What follows belongs to an exercise in optimizing a design on an open flow for small area and a short achievable clock period; a production flow would make more cautious choices.
The RTL was checked by simulation tests, not by an equivalence proof against the original design.
No activity file was given, so power comes from the tool's default toggle rates.

## timerTop
module timerTop (
  input  wire                       CPUbus,
  input  wire                       arstN,
  input  wire                       hSel,
  input  wire [32-1:0]        hAddr,
  input  wire [1:0]                 hTrans,
  input  wire                       hWrite,
  input  wire [32-1:0]       hWdata,
  input  wire                       hReady,
  input  wire [2:0]                 evnt,
  output logic [32-1:0]      hRdata,
  output logic                      hReadyOut,
  output logic                      hResp,
  output logic [2-1:0]  pwm,
  output logic                      intr
);
clock: 5.5 ns
lec_check: 0
cap_margin: 20
core_margin: 2
core_utilization: 50
cts_cluster_diameter: 60
cts_cluster_size: 20
setup_slack_margin: 2.8
slew_margin: 20
tns_end_percent: 10
standard.sh (not shown) runs the stock make flow with config.mk's settings and CLKGATE_MAP_FILE= SYNTH_SCRIPT=/design/flow/synth_recipe.tcl, a recipe that flattens the netlist after the stock synthesis.
==> flow/flow/run.sh <==
#!/bin/bash
# Own layout flow: the standard flow (standard synthesis unchanged), with
# every input and output port buffered by a plain buf_2 instead of the buffer
# cell buffer_ports would pick by itself. Each tool's output goes to its own
# log file here; ORFS keeps its per-step logs under orfs/logs.
set -euo pipefail
export BUFFER_PORTS_ARGS="-buffer_cell sky130_fd_sc_hd__buf_2"
bash standard.sh synth > synth.log 2>&1
bash standard.sh finish > layout.log 2>&1
The baseline finished clean.
Rerun with:
==> flow/flow/run.sh (replaced) <==
#!/bin/bash
# Own layout flow: the standard flow, step by step, with the standard
# synthesis unchanged. The only difference from the standard layout is that
# every input and output port is buffered with a plain buf_2 instead of the
# buffer cell buffer_ports would otherwise pick. Each step's full output goes
# to its own log file here; ORFS also keeps its per-step logs under orfs/logs.
set -euo pipefail
export BUFFER_PORTS_ARGS="-buffer_cell sky130_fd_sc_hd__buf_2"
for step in synth floorplan place cts route finish; do
  bash standard.sh "$step" > "$step.log" 2>&1
done
Settings changed: CORE_UTILIZATION 50 to 60, CTS_CLUSTER_DIAMETER 60 to 80, CTS_CLUSTER_SIZE 20 to 24, PLACE_DENSITY from default to 0.75, SETUP_SLACK_MARGIN 2.8 to 2.5.
=> Maximum frequency drops by 1.2%. Combinational power drops by about 11%. Count of clock-buffer cells in the layout drops by 12. Hold slack is about the same. Wire length drops by 8.2%. Via count stays flat. Cell area drops by about 6%.
Rerun with:
==> flow/flow/run.sh (replaced) <==
#!/bin/bash
# Own layout flow: the standard flow (standard synthesis unchanged), with
# every input and output port buffered by a plain buf_2 instead of the buffer
# cell buffer_ports would pick by itself. Each tool's output goes to its own
# log file here; ORFS keeps its per-step logs under orfs/logs.
set -euo pipefail
export BUFFER_PORTS_ARGS="-buffer_cell sky130_fd_sc_hd__buf_2"
bash standard.sh synth > synth.log 2>&1
bash standard.sh finish > layout.log 2>&1
Settings changed: CORE_UTILIZATION 60 to 50, CTS_CLUSTER_DIAMETER 80 to 60, CTS_CLUSTER_SIZE 24 to 20, PLACE_DENSITY 0.75 to default.
Clock-buffer cell count goes up by 12.
Register-to-register slack hardly moves.
Die area goes up by about a fifth.

---

## exp/nickel
Another version of the RTL of timerTop (not shown whole).
Size in the first run: roughly 1900 cells after synthesis, about 370 flip-flops, ~110 I/O pins, roughly 0.020 mm2 of cells after synthesis.
==> flow/config.mk <==
export PLATFORM = sky130hd
export DESIGN_NAME = timerTop
export DESIGN_NICKNAME = timerTop
export VERILOG_FILES = /design/flow/design.v
export SDC_FILE = /design/flow/constraint.sdc
export NUM_CORES = 4
export LEC_CHECK = 0
export CAP_MARGIN = 20
export CORE_MARGIN = 2
export CORE_UTILIZATION = 50
export CTS_CLUSTER_DIAMETER = 60
export CTS_CLUSTER_SIZE = 20
export SETUP_SLACK_MARGIN = 2.5
export SLEW_MARGIN = 20
export TNS_END_PERCENT = 10
==> flow/constraint.sdc <==
create_clock -name core_clock -period 5.5 [get_ports {CPUbus}]
set_input_delay 1.1000 -clock core_clock [delete_from_list [all_inputs] [get_ports {CPUbus}]]
set_output_delay 1.1000 -clock core_clock [all_outputs]
set_load 0.01 [all_outputs]
==> flow/flow/run.sh <==
#!/bin/bash
# Own layout flow: the standard flow, step by step, with the standard
# synthesis unchanged. The only difference from the standard layout is that
# every input and output port is buffered with a plain buf_2 instead of the
# buffer cell buffer_ports would otherwise pick. Each step's full output goes
# to its own log file here; ORFS also keeps its per-step logs under orfs/logs.
set -euo pipefail
export BUFFER_PORTS_ARGS="-buffer_cell sky130_fd_sc_hd__buf_2"
for step in synth floorplan place cts route finish; do
  bash standard.sh "$step" > "$step.log" 2>&1
done
exp/nickel reached the end of the flow, and the finished layout is clean on the timing, design-rule and antenna checks.
For exp/raven, these inputs were changed with respect to exp/nickel:
diff --git a/flow/config.mk b/flow/config.mk
--- a/flow/config.mk
+++ b/flow/config.mk
@@ -11,2 +11,2 @@
-export CTS_CLUSTER_DIAMETER = 60
-export CTS_CLUSTER_SIZE = 20
+export CTS_CLUSTER_DIAMETER = 90
+export CTS_CLUSTER_SIZE = 26
--- outcome ---
- On number of clock buffers in the layout: between exp/raven and exp/nickel, it ends up lower for exp/raven.
- Between exp/raven and exp/nickel, total via count in the routed design is higher for exp/nickel, exp/raven comes in under that.
- Compared exp/nickel against exp/raven; synthesized-area fraction occupied by and/or/nand/nor cells within noise.
- Diff exp/nickel..exp/raven | clock skew | negligible
- In the final design statistics, exp/raven uses fewer standard cells in total than exp/nickel.
- Higher power spent charging and discharging nets goes to exp/nickel over exp/raven.
- Global-route wire length before repair (higher): exp/nickel

---

Another version of the RTL of timerTop (not shown whole).
Size in the first run: roughly 2000 cells after synthesis, roughly 370 flip-flops, ~110 I/O pins, about 20000 um^2 of cells after synthesis.
Settings: LEC_CHECK=0, CAP_MARGIN=20, CORE_MARGIN=2, CORE_UTILIZATION=50, CTS_CLUSTER_DIAMETER=60, CTS_CLUSTER_SIZE=20, SETUP_SLACK_MARGIN=2.7, SLEW_MARGIN=20, TNS_END_PERCENT=10; clock period 5.5 ns.
==> flow/flow/run.sh <==
#!/bin/bash
# Own layout flow: the standard flow (standard synthesis unchanged), with
# every input and output port buffered by a plain buf_2 instead of the buffer
# cell buffer_ports would pick by itself. Each tool's output goes to its own
# log file here; ORFS keeps its per-step logs under orfs/logs.
set -euo pipefail
export BUFFER_PORTS_ARGS="-buffer_cell sky130_fd_sc_hd__buf_2"
bash standard.sh synth > synth.log 2>&1
bash standard.sh finish > layout.log 2>&1
Next try:
==> flow/run.sh (new file) <==
#!/bin/bash
# synth_recipe.tcl (not shown) runs the flow's synth.tcl, then flattens the netlist and writes it again
# the make line also repeats each setting of config.mk as NAME=value (left out here)
make -C /OpenROAD-flow-scripts/flow DESIGN_CONFIG=/design/flow/config.mk WORK_HOME=/design/flow/orfs CLKGATE_MAP_FILE= SYNTH_SCRIPT=/design/flow/synth_recipe.tcl finish
Settings changed: CORE_UTILIZATION 50 to 60, CTS_CLUSTER_DIAMETER 60 to unset, CTS_CLUSTER_SIZE 20 to unset, SETUP_SLACK_MARGIN 2.7 to 2.5.
removed: flow/flow/run.sh
removed: flow/standard.sh
Result: Utilization grows by 13 points. Final area grows by 1.2%. Global-route usage grows by 3.9 points.
Next try:
Settings changed: CORE_UTILIZATION 60 to 50, CTS_BUF_LIST set to sky130_fd_sc_hd__clkbuf_8, CTS_CLUSTER_DIAMETER set to 60, CTS_CLUSTER_SIZE set to 20.
Outcome:
- utilization shrinks by 12 points
- global-route usage shrinks by 4.6 points
- non-clock buffer count grows by 27
- flip-flop and latch count stays the same
- area after synthesis is unchanged
Next try:
Settings changed: CTS_BUF_LIST sky130_fd_sc_hd__clkbuf_8 to unset.
Result:
- setup slack gains 30 ps
- power is higher by 8.6%
- global-route usage is lower by 0.21 points
- synthesized cell count does not change
- clock skew is lower by 7.0 ps
- design area hardly moves
- via count is lower by 1.2%
- routed wire length is lower by 1.4%
- flip-flop and latch count does not change
- synthesized area does not change
- non-clock buffer count is lower by 32

## afterwards: timing with drivers on the ports
Ports are ideal in the flow. The routed layouts listed here were re-timed in OpenROAD. Step 1 sets driving cells, clkbuf_16 on the clock port and buf_2 on the other inputs (assumed; they add their load-dependent delay and slew). Step 2 times the ports against the registers' clock, not the clock port: input delays grow and output delays shrink by t, the midpoint of the rising clock arrivals with the driver on. a / b / c = no drivers / after step 1 / after step 2; a / b = the first two.
run | t (ns) | slack for setup (ns) | cell pins on the clock port's net
the first run of note 1 | 0.623 | 2.478 / 2.424 / 2.275 | 1
the second run of note 1 | 0.599 | 2.441 / 2.387 / 2.254 | 1
the third run of note 1 | 0.620 | 2.470 / 2.413 / 2.265 | 1
exp/nickel | 0.626 | 2.429 / 2.370 / 2.458 | 1
exp/raven | 0.613 | 2.447 / 2.387 / 2.503 | 1
the first run of note 3 | 0.617 | 2.435 / 2.379 / 2.273 | 1
the second run of note 3 | 0.609 | 2.287 / 2.229 / 2.042 | 1
the third run of note 3 | 0.672 | 2.382 / 2.327 / 2.014 | 1
the fourth run of note 3 | 0.615 | 2.412 / 2.354 / 2.064 | 1
After both steps setup and hold are still met in every run listed. For the third run of note 3, which loses most, drivers alone change the setup slack by -0.055 ns; drivers and shift together by -0.368 ns.
